This design comes from an exercise in tuning for small area, a short achievable clock period and few clock cycles per item on the open sky130 flow, not from production work.
Where RTL was checked, it was by simulation tests only, not by an equivalence proof against the original.
Function not checked in run 4: the RTL went through the layout flow alone.

==> flow/design.v, too long to show whole: its modules and the start of the top module <==
// module csa_x2: 7 lines
// module csa_fa: 10 lines
// module csa_mj: 8 lines
// module csa_xn: 7 lines
// module pfx_n: 11 lines
// module pfx_p: 11 lines
// module hisel: 13 lines
// module omux3: 11 lines
// module mul_tree: 1263 lines
// module round_add: 446 lines
// module ieee754_mul_arb: 248 lines
module ieee754_mul_arb (
  input  logic        clk,
  input  logic        rst_n,
  input  logic        req0_valid,
  input  logic [31:0] req0_a,
  input  logic [31:0] req0_b,
  output logic        req0_ready,
  input  logic        req1_valid,
  input  logic [31:0] req1_a,
  input  logic [31:0] req1_b,
  output logic        req1_ready,
  output logic        rsp_valid,
  input  logic        rsp_ready,
  output logic        rsp_id,
  output logic [31:0] rsp_s,
  output logic        rsp_ovf,
  output logic        rsp_unf
);
  // ...
==> flow/flow/run.sh <==
#!/bin/bash
# The standard layout (standard.sh) with changes to how it is made, not to what it must meet
# (the clock and constraints are the design's):
#  - timing repair aims at a setup slack of SETUP_SLACK_MARGIN ns instead of the default;
#  - the buffers that every port gets are buf_2 cells instead of the default delay buffers;
#  - clock tree synthesis builds the tree from clkbuf_8 cells (clkbuf_16 at the root) and adds
#    no dummy loads.
# standard.sh's output goes to standard.log here; each ORFS step logs to orfs/logs/.
set -euo pipefail
export SETUP_SLACK_MARGIN=7.0
export BUFFER_PORTS_ARGS="-buffer_cell sky130_fd_sc_hd__buf_2"
export CTS_ARGS="-sink_clustering_enable -repair_clock_nets -dont_use_dummy_load -root_buf sky130_fd_sc_hd__clkbuf_16 -buf_list sky130_fd_sc_hd__clkbuf_8"
bash standard.sh > standard.log 2>&1
==> flow/standard.sh <==
#!/bin/bash
# synth_recipe.tcl (not shown) runs the flow's synth.tcl, then flattens the netlist and writes it again
# the make line also repeats each setting of config.mk as NAME=value (left out here)
make -C /OpenROAD-flow-scripts/flow DESIGN_CONFIG=/design/flow/config.mk WORK_HOME=/design/flow/orfs CLKGATE_MAP_FILE= SYNTH_SCRIPT=/design/flow/synth_recipe.tcl "${@:-finish}"
==> flow/config.mk <==
export PLATFORM = sky130hd
export DESIGN_NAME = ieee754_mul_arb
export DESIGN_NICKNAME = ieee754_mul_arb
export VERILOG_FILES = /design/flow/design.v
export SDC_FILE = /design/flow/constraint.sdc
export NUM_CORES = 4
export LEC_CHECK = 0
export CAP_MARGIN = 20
export CORE_MARGIN = 2
export CORE_UTILIZATION = 55
export GPL_ROUTABILITY_DRIVEN = 0
export PLACE_DENSITY = 0.72
export SLEW_MARGIN = 20
export SYNTH_HIERARCHICAL = 1
==> flow/constraint.sdc <==
create_clock -name core_clock -period 10.5 [get_ports {clk}]
set_input_delay 2.1000 -clock core_clock [delete_from_list [all_inputs] [get_ports {clk}]]
set_output_delay 2.1000 -clock core_clock [all_outputs]
set_load 0.01 [all_outputs]
==> results.json, run 1 <==
{
  "period_minus_slack_ns": 3.42,
  "cp_slowest_cell": "edfxtp_1",
  "gr-max-usage-layer": "met2",
  "seq_share_pct": 24.4,
  "crit_fanout": 5,
  "setup_viol": 0,
  "dr.pass1.iters": 7,
  "status": "no timing/DRC/antenna violations",
  "hold_violations": 0,
  "reg2reg_depth": 14,
  "coreArea_mm2": 0.0502,
  "nNetsFinal": 3108,
  "n_all_buffers": 311,
  "fin_cells": 3501,
  "crit_end": "out_q[30]",
  "cp_cell_sequence": "xor2_2 -> and3_1 -> a21oi_2 -> o21ai_2 -> a21oi_2 -> o21ai_2 -> a21oi_4 -> nand2_4 -> xor2_4 -> mux2_4 -> mux2i_4 -> nor2_2 -> a222oi_1 -> inv_1",
  "drt_wl_total_um": 75300,
  "setup_ws_ns": 7.08,
  "reg_top3": "r0_q: 38 flops, r1_q: 38 flops",
  "rsz0062_at_grt": "true",
  "drive_gt1_share_pct": 25.2,
  "drcViolationCount": 0,
  "grt_start_max_net_pins": 79,
  "vias_per_cell": 6.18,
  "start_util_pct": 55.6,
  "rows": 82,
  "critPathArrivalTime_ns": 3.70,
  "cts.clk_slew.worst_paths_ns": 0.06,
  "multi_input_area_share_pct": 61.8,
  "top_layer": "met5",
  "detailed_place.area_mm2": 0.0283,
  "cts_tree": "done",
  "setup_tns_ns": 0,
  "largest_cell_class": "multi-input combinational cells"
}
Testbench counts, summed over its fixed seeds: cycles 4,120, items 4,096.
==> run 2, diff against run 1 <==
--- a/flow/config.mk
+++ b/flow/config.mk
@@ -8,7 +8,6 @@
 export CAP_MARGIN = 20
 export CORE_MARGIN = 2
 export CORE_UTILIZATION = 55
-export GPL_ROUTABILITY_DRIVEN = 0
 export PLACE_DENSITY = 0.72
 export SLEW_MARGIN = 20
 export SYNTH_HIERARCHICAL = 1
==> run 2 against run 1 <==
  * Synthesized area stayed put
  * Final cell count down 0.60%
  * Cell area fell by 0.85%
  * First-iteration DRC count fell by 4.6%
  * Hold slack got worse by 0.016 ns
  * Non-clock buffer count fell by 18
  * Sequential share of layout area up 0.21 points
  * Global-route usage shrank 0.090 points
  * Fmax grew 1.1%
  * Synthesized cell count is the same
  * Wire length down 1.0%
==> results.json, run 2 <==
{
  "status": "no timing/DRC/antenna violations",
  "mostFrequentLayoutCell": "xor2_1",
  "relSlewSlack_pct": 27.0,
  "worstMarginPinSlew_ns": 1.08,
  "htreeDepth": 2,
  "crit_buf_inv": 1,
  "die_h_um": 229,
  "ios": 171,
  "dr.pass1.iters": 9,
  "multi_input_area_mm2": 0.0187,
  "syn_area_mm2": 0.0279,
  "setup_ws_ns": 7.11,
  "fin_util_pct": 60.1,
  "fin_skew_ns": 0.0583,
  "critPathTopFamily": "XOR/XNOR gates",
  "startpoint_type": "flop",
  "root_buffer": "clkbuf_16",
  "start_util_pct": 55.6,
  "hold_violations": 0,
  "post-place-ws_ns": 6.44,
  "dr.first_iter.drc_count": 2433,
  "reg2reg_to": "r0_q[32]",
  "cts.path.max_buffers": 3,
  "drt_wl_total_um": 74600,
  "seqCellArea_mm2": 0.00744,
  "portBuffers": 170,
  "fin_crit_sh_pct": 32.3,
  "cp_num_cells": 11,
  "rsz0062_at_grt": "false",
  "drive_gt1_share_pct": 24.5,
  "syn_area_per_cell_um2": 10.1,
  "max_stage_delay_ns": 0.36,
  "maxSlewViolCount": 0,
  "rows": 82,
  "place.gp.congestion": 0.896,
  "min_path_type": "reg2reg",
  "dieArea_mm2": 0.0526,
  "grt_pass1_wl_um": 116000,
  "final_cell_mix": "xor2_1, xnor2_1, a22oi_1, edfxtp_1, buf_2",
  "numCtsBuffers": 42,
  "critPathLaunch": "a1_q[21]",
  "cts.clk_slew.worst_paths_ns": 0.07,
  "nNetsFinal": 3087,
  "crit_type": "reg2reg",
  "post_drt_wl_per_cell_um": 21.4,
  "worstPathRequired_ns": 10.75,
  "synth_warnings": 7,
  "period_minus_slack_ns": 3.39,
  "vias": 21300,
  "cts_sinks": 249,
  "cts_tree": "done",
  "crit_end": "r0_q[32]",
  "antenna_found_initial": 1,
  "crit_fanout": 28,
  "ant_nets": 0,
  "fillerInstances": 4104,
  "coreArea_mm2": 0.0502,
  "ff2ff_setup_slack_ns": 7.11,
  "regToRegStartpoint": "a1_q[21]",
  "grt.total_usage_pct": 27.6,
  "setup_viol": 0,
  "critPathArrivalTime_ns": 3.64,
  "cp_cell_sequence": "buf_4 -> a22oi_1 -> xnor2_1 -> maj3_2 -> xor2_1 -> xor2_1 -> xor2_1 -> xor2_1 -> xor2_1 -> xor2_1 -> xor2_1",
  "grt_pass1_vias": 21400,
  "area_delta_synth_final_pct": 8.08,
  "grt_start_max_net_pins": 79,
  "crit_top_cell": "xor2_1",
  "cp_slowest_cell": "buf_4",
  "fin_hold_ws_ns": 0.407,
  "cts_hold_buf": 0,
  "vias_per_cell": 6.13,
  "reg2reg_depth": 11,
  "die_x_um": 229,
  "antenna_cells": 0,
  "drcViolationCount": 0,
  "setup_tns_ns": 0,
  "grt_overflow": 0,
  "clk-insertion-delay-late_ns": 0.53,
  "worst_setup_path_end_kind": "flop",
  "place_hpwl_um": 48600,
  "clock.fmax_ghz": 0.295,
  "reg_top3": "r0_q: 38 flops, r1_q: 38 flops",
  "synth_cells": 2753,
  "drv_cap": 0
}
==> run 2: cell type report <==
class                   instances  area share, %
inverters                      99           1.23
flip-flops and latches        249           24.7
repair buffers                293           7.14
well taps                     672           2.79
clock buffers                  42           2.10
multi-input cells            2125           62.1
==> run 2: worst register-to-register path: stages, from the launching register on <==
cell and delay, ns:
edfxtp_1 0.33, buf_4 0.36, a22oi_1 0.23, xnor2_1 0.33, maj3_2 0.30, xor2_1 0.17
xor2_1 0.32, xor2_1 0.20, xor2_1 0.30, xor2_1 0.28, xor2_1 0.21, xor2_1 0.10
==> run 2: how the worst min path moves through the flow <==
stage,to,cells after the start,start,slack (ns)
floorplan,id2_q,0,id1_q,0.40
global placement,id2_q,0,id1_q,0.41
detailed placement,id2_q,0,id1_q,0.41
CTS,id2_q,0,id1_q,0.42
global route,id2_q,0,id1_q,0.43
finish,id2_q,0,id1_q,0.41
==> run 2: what timing repair did <==
item                                    CTS  global route
pin swaps                                 2            10
gates cloned                              0             2
endpoints found under the setup margin  116           115
setup buffers                            31            44
resized for setup                        10            37
==> run 2: through the flow <==
step	std cells	area, um^2
after floorplan	2762	28000
after global placement	3358	28300
after detailed placement	3358	28300
after CTS	3431	29400
after global routing	3480	30200
final	3480	30200
==> run 2: routing by layer <==
| layer | vias to the layer above | part of all wire, % | GRT usage [%] |
|---|---|---|---|
| li1 | 9642 | - | - |
| met1 | 10300 | 41 | 36.0 |
| met2 | 1167 | 46 | 44.3 |
| met3 | 236 | 9.2 | 5.84 |
| met4 | 2 | 4.1 | 12.2 |
| met5 | - | 0.017 | 0 |
==> run 3, diff against run 2 <==
--- a/flow/config.mk
+++ b/flow/config.mk
@@ -7,7 +7,7 @@
 export LEC_CHECK = 0
 export CAP_MARGIN = 20
 export CORE_MARGIN = 2
-export CORE_UTILIZATION = 55
-export PLACE_DENSITY = 0.72
+export CORE_UTILIZATION = 50
+export PLACE_DENSITY = 0.66
 export SLEW_MARGIN = 20
 export SYNTH_HIERARCHICAL = 1
==> run 3 against run 2 <==
  * Synthesized area did not move
  * Fmax decreased by 1.6%
  * Setup slack lost 0.056 ns
  * Wire length up 1.7%
  * Hold slack gained 0.012 ns
  * Sequential share of layout area decreased by 0.23 points
  * Still clean on timing, DRC and antenna
  * Count of clock-buffer cells in the layout is 5 higher
  * Global-route usage decreased by 1.8 points
  * Utilization is 5.0 points lower
  * Non-clock buffer count increased by 12
  * Die area grew 9.8%
  * Critical endpoint is now r0_q[30]
==> results.json, run 3 <==
{
  "status": "no timing/DRC/antenna violations",
  "vias": 21100,
  "reg2reg_to": "r0_q[30]",
  "startpoint_type": "flop",
  "start_util_pct": 50.6,
  "synth_cells": 2753,
  "die_x_um": 240,
  "hp-start": "id1_q",
  "syn_area_per_cell_um2": 10.1,
  "regToRegStartpoint": "a1_q[11]",
  "area_delta_synth_final_pct": 9.12,
  "grt_start_max_net_pins": 79,
  "cts.clk_slew.worst_paths_ns": 0.05,
  "syn_area_mm2": 0.0279,
  "worstPathRequired_ns": 10.73,
  "numCtsBuffers": 47,
  "portBuffers": 170,
  "relSlewSlack_pct": 25.7,
  "multi_input_area_mm2": 0.0188,
  "dieArea_mm2": 0.0577,
  "drt_wl_total_um": 75800,
  "coreArea_mm2": 0.0552,
  "final_cell_mix": "xor2_1, xnor2_1, a22oi_1, edfxtp_1, buf_2",
  "dr.first_iter.drc_count": 1962,
  "place_hpwl_um": 49800,
  "setup_viol": 0,
  "worstMarginPinSlew_ns": 1.10,
  "reg_top3": "r0_q: 38 flops, r1_q: 38 flops",
  "mostFrequentLayoutCell": "xor2_1",
  "maxSlewViolCount": 0,
  "period_minus_slack_ns": 3.44,
  "drcViolationCount": 0,
  "fillerInstances": 4859,
  "fin_crit_sh_pct": 32.8,
  "seqCellArea_mm2": 0.00744,
  "vias_per_cell": 5.91,
  "rsz0062_at_grt": "true",
  "root_buffer": "clkbuf_16",
  "nNetsFinal": 3105,
  "critPathArrivalTime_ns": 3.67,
  "hold_end": "id2_q",
  "ff2ff_setup_slack_ns": 7.06,
  "grt_overflow": 0,
  "antenna_found_initial": 3,
  "grt.total_usage_pct": 25.8,
  "rows": 86,
  "worst_setup_path_end_kind": "flop",
  "crit_fanout": 26,
  "dr.pass1.iters": 9,
  "fin_skew_ns": 0.0670,
  "grt_pass1_wl_um": 117000,
  "htreeDepth": 2,
  "reg2reg_depth": 11,
  "cts_sinks": 249,
  "finalInstanceArea_mm2": 0.0305,
  "grt_pass1_vias": 21200,
  "clock.fmax_ghz": 0.290,
  "cts_tree": "done",
  "cts.path.max_buffers": 3,
  "post_drt_wl_per_cell_um": 21.2,
  "min_path_cells": 0,
  "detailed_place.area_mm2": 0.0285,
  "drv_cap": 0,
  "ios": 171,
  "ant_nets": 0,
  "clk-insertion-delay-late_ns": 0.54,
  "synth_warnings": 7,
  "die_h_um": 240,
  "antenna_cells": 0,
  "drive_gt1_share_pct": 25.4,
  "hold_violations": 0,
  "min_path_type": "reg2reg",
  "setup_tns_ns": 0,
  "crit_type": "reg2reg",
  "place.gp.congestion": 0.888
}
==> run 3: worst max-delay path by stage <==
stage / start / end / cells after the start
5_1_grt: r0_q[32] / sk_q[23] / 14
2_1_floorplan: rsp_ready / rdy1_q / 8
3_5_place_dp: r0_q[22] / out_q[25] / 11
6_report: a1_q[11] / r0_q[30] / 11
4_1_cts: two1_q[3] / r0_q[29] / 10
3_3_place_gp: r0_q[22] / out_q[29] / 11
==> run 3: critical path, stage by stage (launching register included) <==
cell and delay (ns):
edfxtp_1 0.31, buf_4 0.38, a22oi_1 0.18, xnor2_1 0.28, xor2_1 0.20, xor2_1 0.34
maj3_2 0.32, xor2_1 0.29, xor2_2 0.29, xor2_1 0.27, xor2_1 0.21, xor2_1 0.08
==> run 3: cell type report <==
type                    instances  share of cell area (%)
multi-input cells            2126                    61.8
flip-flops and latches        249                    24.4
repair buffers                305                    7.21
well taps                     748                    3.07
clock buffers                  47                    2.31
inverters                      99                    1.22
==> run 3: timing repair <==
action | in CTS | in global routing
cloned | 0 | 3
hold buffers | 0 | 0
endpoints found under the setup margin | 99 | 102
gates resized for setup | 12 | 58
buffers inserted | 25 | 58
pin swaps | 2 | 23
==> run 3: stage by stage <==
step	setup WS (ns)	utilization [%]	hold slack, ns	instances
detailed placement	6.49	51.6	0.411	3438
CTS	7.00	53.4	0.423	3510
floorplan	6.94	-	0.400	2762
global placement	6.57	51.6	0.402	3438
global route	6.90	55.2	0.433	3574
finish	7.06	55.2	0.419	3574
==> run 3: per-layer routing <==
| metal | global-route usage, % | vias to the layer above | share of wire [%] | wire length [um] |
|---|---|---|---|---|
| met2 | 41.3 | 981 | 46 | 34600 |
| met1 | 34.7 | 10300 | 43 | 32300 |
| met3 | 4.35 | 176 | 8.2 | 6220 |
| li1 | - | 9683 | - | - |
| met4 | 10.6 | 4 | 3.5 | 2650 |
| met5 | 0 | - | 0.044 | 33 |
==> module ieee754_mul_arb, before the edit <==
module ieee754_mul_arb (
  input  logic        clk,
  input  logic        rst_n,
  input  logic        req0_valid,
  input  logic [31:0] req0_a,
  input  logic [31:0] req0_b,
  output logic        req0_ready,
  input  logic        req1_valid,
  input  logic [31:0] req1_a,
  input  logic [31:0] req1_b,
  output logic        req1_ready,
  output logic        rsp_valid,
  input  logic        rsp_ready,
  output logic        rsp_id,
  output logic [31:0] rsp_s,
  output logic        rsp_ovf,
  output logic        rsp_unf
);
  logic       turn_q, rdy0_q, rdy1_q;
  logic       v1_q, v2_q;
  logic [1:0] cnt_q;           
  logic       vld_q;           
  logic acc, push_ok, en2, en1, push, pop;
  logic v1_d, v2_d;
  logic [1:0] cnt_d;
  logic rdy_d, turn_d;
  assign acc     = (req0_valid & rdy0_q) | (req1_valid & rdy1_q);
  assign pop     = vld_q & rsp_ready;
  assign push_ok = (cnt_q != 2'd2);
  assign en2     = ~v2_q | push_ok;
  assign push    = v2_q & push_ok;
  assign en1     = ~v1_q | en2;
  always_comb begin
    v1_d   = en1 ? acc : v1_q;
    v2_d   = en2 ? v1_q : v2_q;
    cnt_d  = cnt_q + {1'b0, push} - {1'b0, pop};
    rdy_d  = ~(v1_d & v2_d & (cnt_d == 2'd2));
    turn_d = turn_q ^ (rdy0_q | rdy1_q);
  end
  always_ff @(posedge clk or negedge rst_n) begin
    if (!rst_n) begin
      turn_q <= 1'b0;
      rdy0_q <= 1'b0;
      rdy1_q <= 1'b0;
      v1_q   <= 1'b0;
      v2_q   <= 1'b0;
      cnt_q  <= 2'd0;
      vld_q  <= 1'b0;
    end else begin
      turn_q <= turn_d;
      rdy0_q <= rdy_d & ~turn_d;
      rdy1_q <= rdy_d & turn_d;
      v1_q   <= v1_d;
      v2_q   <= v2_d;
      cnt_q  <= cnt_d;
      vld_q  <= (cnt_d != 2'd0);
    end
  end
  assign req0_ready = rdy0_q;
  assign req1_ready = rdy1_q;
  logic [31:0] a_in, b_in;
  logic [11:0] one_in, two_in;
  logic [31:0] a1_q;
  logic [8:0]  bse1_q;         
  logic [10:0] bodd1_q;        
  logic [11:0] one1_q, two1_q;
  logic        id1_q;
  assign a_in = turn_q ? req1_a : req0_a;
  assign b_in = turn_q ? req1_b : req0_b;
  always_comb begin
    logic [24:0] mbx;
    mbx = {1'b1, b_in[22:0], 1'b0};    
    for (int i = 0; i < 12; i++) begin
      one_in[i] = mbx[2*i+1] ^ mbx[2*i];
      two_in[i] = (mbx[2*i+2] & ~mbx[2*i+1] & ~mbx[2*i]) | (~mbx[2*i+2] & mbx[2*i+1] & mbx[2*i]);
    end
  end
  always_ff @(posedge clk) begin
    if (en1) begin
      a1_q   <= a_in;
      bse1_q <= b_in[31:23];
      for (int i = 0; i < 11; i++) bodd1_q[i] <= b_in[2*i+1];
      one1_q <= one_in;
      two1_q <= two_in;
      id1_q  <= turn_q;
    end
  end
  logic [7:0]  ea, eb;
  logic        a_zero, b_zero, a_inf, b_inf, a_nan, b_nan;
  logic        nan_a, inf_a, zero_a;
  logic [9:0]  esum_a;
  logic [23:0] tza, tzb;
  logic        st_lo_a, st_hi_a;
  logic [11:0] bneg;
  logic [47:0] r0_a, r1_a;
  logic        c10_a;
  logic [22:0] bf;
  always_comb begin
    for (int i = 0; i < 11; i++) bf[2*i+1] = bodd1_q[i];
    bf[0] = one1_q[0];
    for (int i = 1; i < 12; i++) bf[2*i] = one1_q[i] ^ bf[2*i-1];
  end
  assign ea     = a1_q[30:23];
  assign eb     = bse1_q[7:0];
  assign a_zero = (ea == 8'h00);
  assign b_zero = (eb == 8'h00);
  assign a_inf  = (ea == 8'hff) && (a1_q[22:0] == 23'd0);
  assign b_inf  = (eb == 8'hff) && (bf == 23'd0);
  assign a_nan  = (ea == 8'hff) && (a1_q[22:0] != 23'd0);
  assign b_nan  = (eb == 8'hff) && (bf != 23'd0);
  assign nan_a  = a_nan | b_nan | (a_inf & b_zero) | (b_inf & a_zero);
  assign inf_a  = a_inf | b_inf;
  assign zero_a = a_zero | b_zero;
  assign esum_a = {2'b00, ea} + {2'b00, eb} - 10'd127;
  always_comb begin
    tza[0] = 1'b1;
    tzb[0] = 1'b1;
    for (int k = 1; k < 24; k++) begin
      tza[k] = tza[k-1] & ~a1_q[k-1];
      tzb[k] = tzb[k-1] & ~bf[k-1];
    end
    st_lo_a = 1'b1;                    
    st_hi_a = 1'b1;                    
    for (int k = 0; k < 23; k++) if (tza[k] && tzb[22-k]) st_lo_a = 1'b0;
    for (int k = 0; k < 24; k++) if (tza[k] && tzb[23-k]) st_hi_a = 1'b0;
  end
  always_comb begin
    for (int i = 0; i < 11; i++) bneg[i] = bodd1_q[i];
    bneg[11] = 1'b1;
  end
  mul_tree u_tree (
    .ma   ({1'b1, a1_q[22:0]}),
    .bneg (bneg),
    .bone (one1_q),
    .btwo (two1_q),
    .r0   (r0_a),
    .r1   (r1_a),
    .c10  (c10_a)
  );
  logic [47:10] r0_q, r1_q;
  logic        c10_q;
  logic [9:0]  esum_q;
  logic        sgn_q, spec_q, spec_ff_q, spec_nan_q, st_lo_q, st_hi_q, id2_q;
  always_ff @(posedge clk) begin
    if (en2) begin
      r0_q       <= r0_a[47:10];
      r1_q       <= r1_a[47:10];
      c10_q      <= c10_a;
      esum_q     <= esum_a;
      sgn_q      <= (a1_q[31] ^ bse1_q[8]) & ~nan_a;
      spec_q     <= nan_a | inf_a | zero_a;
      spec_ff_q  <= nan_a | inf_a;
      spec_nan_q <= nan_a;
      st_lo_q    <= st_lo_a;
      st_hi_q    <= st_hi_a;
      id2_q      <= id1_q;
    end
  end
  logic        c22, h24;
  logic [22:0] t0, t1;
  logic [3:0]  zb, za, zc;             
  logic [3:0]  zd;                     
  logic        sel_u, sel_h, sel_l, bh, bl2, bl1, p23, p22;
  logic        tie_h, tie_l, hi, ovl;
  logic [22:0] uh, ul;
  logic [22:0] mant_h, mant_l;
  logic [9:0]  e1;
  logic        ovf0, ovf1, unf0, unf1, nrm0, nrm1;
  logic [7:0]  fill0, fill1;
  logic        inc;
  logic [7:0]  ex0, ex1;
  logic [22:0] fr_h, fr_l;
  logic        ovf_1, ovf_0, unf_1, unf_0;
  round_add u_add (.x(r0_q), .y(r1_q), .c10(c10_q), .c22(c22), .h24(h24), .t0(t0), .t1(t1));
  always_comb begin
    zb    = {1'b0, h24, 2'b00} + {2'b00, r0_q[23], 1'b0} + {2'b00, r1_q[23], 1'b0}
          + {3'b000, r0_q[22]} + {3'b000, r1_q[22]};
    za    = zb + 4'd1;
    zc    = zb + 4'd2;
    zd    = zb + 4'd3;
    sel_u = c22 ? za[3] : zb[3];       
    sel_h = c22 ? zd[3] : zc[3];       
    sel_l = c22 ? zc[3] : za[3];       
    bh    = c22 ? zd[2] : zc[2];       
    bl2   = c22 ? zc[2] : za[2];       
    bl1   = c22 ? zc[1] : za[1];       
    p23   = c22 ? za[1] : zb[1];       
    p22   = c22 ? ~zb[0] : zb[0];      
    tie_h = p23 & ~st_hi_q;            
    tie_l = p22 & ~st_lo_q;            
    uh    = sel_h ? t1 : t0;           
    ul    = sel_l ? t1 : t0;           
    hi    = sel_u ? t1[22] : t0[22];   
    ovl   = ul[22];                    
    mant_h = {uh[21:0], bh & ~tie_h};
    mant_l = {ul[20:0], bl2, bl1 & ~tie_l};
    e1    = esum_q + 10'd1;
    ovf0  = !esum_q[9] && (esum_q[8] || esum_q[7:0] == 8'hff);
    unf0  = esum_q[9] || esum_q == 10'd0;
    ovf1  = !e1[9] && (e1[8] || e1[7:0] == 8'hff);
    unf1  = e1[9] || e1 == 10'd0;
    nrm0  = ~spec_q & ~ovf0 & ~unf0;
    nrm1  = ~spec_q & ~ovf1 & ~unf1;
    fill0 = {8{spec_ff_q | (~spec_q & ovf0)}};
    fill1 = {8{spec_ff_q | (~spec_q & ovf1)}};
    inc   = hi | ovl;
    ex0   = nrm0 ? esum_q[7:0] : fill0;
    ex1   = nrm1 ? e1[7:0] : fill1;
    fr_h  = (mant_h & {23{nrm1}}) | {spec_nan_q, 22'd0};
    fr_l  = (mant_l & {23{nrm0}}) | {spec_nan_q, 22'd0};
    ovf_1 = ~spec_q & ovf1;
    ovf_0 = ~spec_q & ovf0;
    unf_1 = ~spec_q & unf1 & ~ovf1;
    unf_0 = ~spec_q & unf0 & ~ovf0;
  end
  logic [34:0] out_q, sk_q, q_d;
  logic        c2, i1, i0, out_en, sk_en;
  assign c2     = (cnt_q == 2'd2);
  logic [3:0] h1g, h0g;
  logic       ovl_u;
  for (genvar q = 0; q < 4; q++) begin : g_hi
    hisel u_h (.a0(t0[22]), .a1(t1[22]), .sel(sel_u), .c2(c2), .s1(h1g[q]), .s0(h0g[q]));
  end
  assign ovl_u = sel_l ? t1[22] : t0[22];
  hisel u_inc (.a0(ovl_u), .a1(1'b1), .sel(hi), .c2(c2), .s1(i1), .s0(i0));
  assign out_en = c2 ? pop : push & (cnt_q == 2'd0 || pop);
  assign sk_en  = push & (cnt_q == 2'd1) & ~pop;
  for (genvar j = 0; j < 23; j++) begin : g_fr
    omux3 u_m (.a(fr_h[j]), .b(fr_l[j]), .c(sk_q[j]), .sa(h1g[j / 6]), .sb(h0g[j / 6]), .sc(c2),
               .y(q_d[j]));
  end
  for (genvar k = 0; k < 8; k++) begin : g_ex
    omux3 u_m (.a(ex1[k]), .b(ex0[k]), .c(sk_q[23+k]), .sa(i1), .sb(i0), .sc(c2), .y(q_d[23+k]));
  end
  omux3 u_unf (.a(unf_1), .b(unf_0), .c(sk_q[32]), .sa(i1), .sb(i0), .sc(c2), .y(q_d[32]));
  omux3 u_ovf (.a(ovf_1), .b(ovf_0), .c(sk_q[33]), .sa(i1), .sb(i0), .sc(c2), .y(q_d[33]));
  assign q_d[31] = c2 ? sk_q[31] : sgn_q;
  assign q_d[34] = c2 ? sk_q[34] : id2_q;
  always_ff @(posedge clk) begin
    if (out_en) out_q <= q_d;
    if (sk_en)  sk_q  <= q_d;
  end
  assign rsp_valid = vld_q;
  assign rsp_id    = out_q[34];
  assign rsp_ovf   = out_q[33];
  assign rsp_unf   = out_q[32];
  assign rsp_s     = out_q[31:0];
endmodule
==> run 4, diff against run 3 <==
--- a/flow/design.v
+++ b/flow/design.v
@@ -65,16 +65,16 @@
   assign s1 = v & ~c2;
   assign s0 = ~v & ~c2;
 endmodule
-module omux3 (
+module omux3n (
   input  logic a,
   input  logic b,
-  input  logic c,
+  input  logic cn,
   input  logic sa,
   input  logic sb,
   input  logic sc,
-  output logic y
+  output logic yn
 );
-  assign y = (sa & a) | (sb & b) | (sc & c);
+  assign yn = ~((sa & a) | (sb & b) | (sc & ~cn));
 endmodule
 module mul_tree (
   input  logic [23:0] ma,
@@ -2000,7 +2000,7 @@
     unf_1 = ~spec_q & unf1 & ~ovf1;
     unf_0 = ~spec_q & unf0 & ~ovf0;
   end
-  logic [34:0] out_q, sk_q, q_d;
+  logic [34:0] outn_q, skn_q, qn_d;
   logic        c2, i1, i0, out_en, sk_en;
   assign c2     = (cnt_q == 2'd2);
   logic [3:0] h1g, h0g;
@@ -2013,23 +2013,24 @@
   assign out_en = c2 ? pop : push & (cnt_q == 2'd0 || pop);
   assign sk_en  = push & (cnt_q == 2'd1) & ~pop;
   for (genvar j = 0; j < 23; j++) begin : g_fr
-    omux3 u_m (.a(fr_h[j]), .b(fr_l[j]), .c(sk_q[j]), .sa(h1g[j / 6]), .sb(h0g[j / 6]), .sc(c2),
-               .y(q_d[j]));
+    omux3n u_m (.a(fr_h[j]), .b(fr_l[j]), .cn(skn_q[j]), .sa(h1g[j / 6]), .sb(h0g[j / 6]),
+                .sc(c2), .yn(qn_d[j]));
   end
   for (genvar k = 0; k < 8; k++) begin : g_ex
-    omux3 u_m (.a(ex1[k]), .b(ex0[k]), .c(sk_q[23+k]), .sa(i1), .sb(i0), .sc(c2), .y(q_d[23+k]));
+    omux3n u_m (.a(ex1[k]), .b(ex0[k]), .cn(skn_q[23+k]), .sa(i1), .sb(i0), .sc(c2),
+                .yn(qn_d[23+k]));
   end
-  omux3 u_unf (.a(unf_1), .b(unf_0), .c(sk_q[32]), .sa(i1), .sb(i0), .sc(c2), .y(q_d[32]));
-  omux3 u_ovf (.a(ovf_1), .b(ovf_0), .c(sk_q[33]), .sa(i1), .sb(i0), .sc(c2), .y(q_d[33]));
-  assign q_d[31] = c2 ? sk_q[31] : sgn_q;
-  assign q_d[34] = c2 ? sk_q[34] : id2_q;
+  omux3n u_unf (.a(unf_1), .b(unf_0), .cn(skn_q[32]), .sa(i1), .sb(i0), .sc(c2), .yn(qn_d[32]));
+  omux3n u_ovf (.a(ovf_1), .b(ovf_0), .cn(skn_q[33]), .sa(i1), .sb(i0), .sc(c2), .yn(qn_d[33]));
+  assign qn_d[31] = c2 ? skn_q[31] : ~sgn_q;
+  assign qn_d[34] = c2 ? skn_q[34] : ~id2_q;
   always_ff @(posedge clk) begin
-    if (out_en) out_q <= q_d;
-    if (sk_en)  sk_q  <= q_d;
+    if (out_en) outn_q <= qn_d;
+    if (sk_en)  skn_q  <= qn_d;
   end
   assign rsp_valid = vld_q;
-  assign rsp_id    = out_q[34];
-  assign rsp_ovf   = out_q[33];
-  assign rsp_unf   = out_q[32];
-  assign rsp_s     = out_q[31:0];
+  assign rsp_id    = ~outn_q[34];
+  assign rsp_ovf   = ~outn_q[33];
+  assign rsp_unf   = ~outn_q[32];
+  assign rsp_s     = ~outn_q[31:0];
 endmodule
--- a/flow/config.mk
+++ b/flow/config.mk
@@ -7,7 +7,7 @@
 export LEC_CHECK = 0
 export CAP_MARGIN = 20
 export CORE_MARGIN = 2
-export CORE_UTILIZATION = 50
-export PLACE_DENSITY = 0.66
+export CORE_UTILIZATION = 55
+export PLACE_DENSITY = 0.72
 export SLEW_MARGIN = 20
 export SYNTH_HIERARCHICAL = 1
==> run 4 against run 3 <==
  * Critical path depth decreased by 2
  * Setup slack got worse by 0.034 ns
  * Sequential share of layout area increased by 0.21 points
  * Clock skew decreased by 0.0092 ns
  * Final cell count decreased by 1.4%
  * Fmax decreased by 0.99%
  * First-iteration DRC count increased by 3.0%
  * Synthesized cell count increased by 1.4%
  * Utilization increased by 5.0 points
  * Critical path type unchanged
  * Critical endpoint is now r0_q[33]
==> results.json, run 4 <==
{
  "status": "no timing/DRC/antenna violations",
  "seqCellArea_mm2": 0.00744,
  "start_util_pct": 55.8,
  "syn_area_per_cell_um2": 10.0,
  "setup_tns_ns": 0,
  "place_inst": 3402,
  "vias": 21400,
  "nNetsFinal": 3130,
  "synth_cells": 2792,
  "grt_pass1_vias": 21900,
  "ios": 171,
  "multi_input_area_mm2": 0.0187,
  "die_x_um": 230,
  "cts_sinks": 249,
  "syn_area_mm2": 0.0280,
  "portBuffers": 170,
  "fin_cells": 3524,
  "maxSlewViolCount": 0,
  "drt_wl_total_um": 75300,
  "post-place-ws_ns": 6.46,
  "synth_warnings": 7,
  "startpoint_type": "flop",
  "fillerInstances": 4171,
  "hold_violations": 0,
  "vias_per_cell": 6.08,
  "numCtsBuffers": 45,
  "setup_ws_ns": 7.02,
  "worst_setup_path_end_kind": "flop",
  "min_path_type": "reg2reg",
  "drive_gt1_share_pct": 23.6,
  "fin_skew_ns": 0.0577,
  "coreArea_mm2": 0.0502,
  "final_cell_mix": "xor2_1, xnor2_1, a22oi_1, edfxtp_1, buf_2",
  "cts.path.max_buffers": 3,
  "grt_start_max_net_pins": 79,
  "die_h_um": 230,
  "htreeDepth": 2,
  "grt.total_usage_pct": 27.7,
  "critPathArrivalTime_ns": 3.71,
  "dr.pass1.iters": 8,
  "cts_tree": "done",
  "drcViolationCount": 0,
  "ant_nets": 0,
  "fin_util_pct": 60.2,
  "cts.clk_slew.worst_paths_ns": 0.05,
  "worstPathRequired_ns": 10.73,
  "reg_top3": "r0_q: 38 flops, r1_q: 38 flops",
  "setup_viol": 0,
  "crit_type": "reg2reg",
  "drv_cap": 0,
  "crit_fanout": 30,
  "mostFrequentLayoutCell": "xor2_1",
  "dieArea_mm2": 0.0527,
  "fin_crit_sh_pct": 33.1,
  "rsz0062_at_grt": "false",
  "rows": 82,
  "post_drt_wl_per_cell_um": 21.4,
  "cts_hold_buf": 0,
  "area_delta_synth_final_pct": 7.96,
  "place.gp.congestion": 0.937,
  "grt_overflow": 0,
  "clock.fmax_ghz": 0.288,
  "period_minus_slack_ns": 3.48,
  "fin_hold_ws_ns": 0.424,
  "place_hpwl_um": 50000,
  "antenna_found_initial": 1,
  "grt_pass1_wl_um": 117000,
  "worstMarginPinSlew_ns": 0.967,
  "relSlewSlack_pct": 35.4,
  "root_buffer": "clkbuf_16",
  "dr.first_iter.drc_count": 2020,
  "clk-insertion-delay-late_ns": 0.53
}
-- run 4: worst paths after layout --
path                       slack (ns)  startpoint  cells after the start  endpoint
min in group asynchronous        1.41       rst_n                      1      v1_q
max in group asynchronous        8.91       rst_n                      1    turn_q
max reg2reg                      7.02    a1_q[18]                      9  r0_q[33]
min                              0.42       id1_q                      0     id2_q
min reg2reg                      0.42       id1_q                      0     id2_q
max                              7.02    a1_q[18]                      9  r0_q[33]
-- run 4: critical path, cell delays in order, from the launching register on --
cell	delay (ns)
edfxtp_1	0.32
buf_4	0.37
a22oi_1	0.22
xnor2_1	0.35
fa_1	0.54
fa_1	0.57
xor2_1	0.18
xor2_1	0.29
xor2_1	0.23
xor2_1	0.11
-- run 4: final cells by class --
| type | instances | area share [%] |
|---|---|---|
| tap | 672 | 2.78 |
| sequential | 249 | 24.6 |
| clock buffer | 45 | 2.24 |
| antenna | 1 | 0.00829 |
| multi-input combinational | 2132 | 61.9 |
| inverter | 134 | 1.67 |
| timing repair buffer | 291 | 6.82 |
-- run 4: timing repair --
action / in CTS / in global routing
pin swaps: 6 / 6
endpoints found under the setup margin: 123 / 87
gates resized for setup: 15 / 29
setup buffers: 28 / 45
-- run 4: metal layers --
layer  track usage, %  share of wire (%)
met1             35.5                 40
met2             45.8                 47
met3             5.34                8.9
met4             11.4                4.1
met5                0                  0
-- run 4: metrics by stage --
stage          instance area (um^2)
6_report                      30200
5_1_grt                       30200
4_1_cts                       29500
3_5_place_dp                  28500
3_3_place_gp                  28500
2_1_floorplan                 28000

-- static timing again, ports no longer ideal --
The results above use ideal ports. As a check the final layouts listed here were re-extracted and re-timed, cells and wires unchanged.
Step 1 (the two cells are an assumption about what drives the block):
set clk [get_ports {clk}]
set_driving_cell -lib_cell sky130_fd_sc_hd__clkbuf_16 $clk
set_driving_cell -lib_cell sky130_fd_sc_hd__buf_2 [delete_from_list [all_inputs] $clk]
Step 2 moves the port delays by t, midway between the first and last clock arrival at a register: inputs arrive t later, outputs are due t later. That takes back most of the time a late clock gives input paths.
Slacks: no drivers / after step 1 / after step 2; pairs: no drivers / after step 1.
run | t, ns | setup slack, ns | slew at the worst register clock pin (ns)
run 1 | 0.565 | 7.076 / 7.076 / 6.670 | 0.06 / 0.06
run 2 | 0.558 | 7.113 / 7.113 / 6.725 | 0.07 / 0.07
run 3 | 0.571 | 7.057 / 7.057 / 6.756 | 0.06 / 0.06
run 4 | 0.561 | 7.022 / 7.022 / 6.675 | 0.06 / 0.06
After both steps every run listed still meets setup and hold. The setup slack of run 1, which loses most, moves by 0.000 ns with the drivers and by -0.406 ns with both steps.
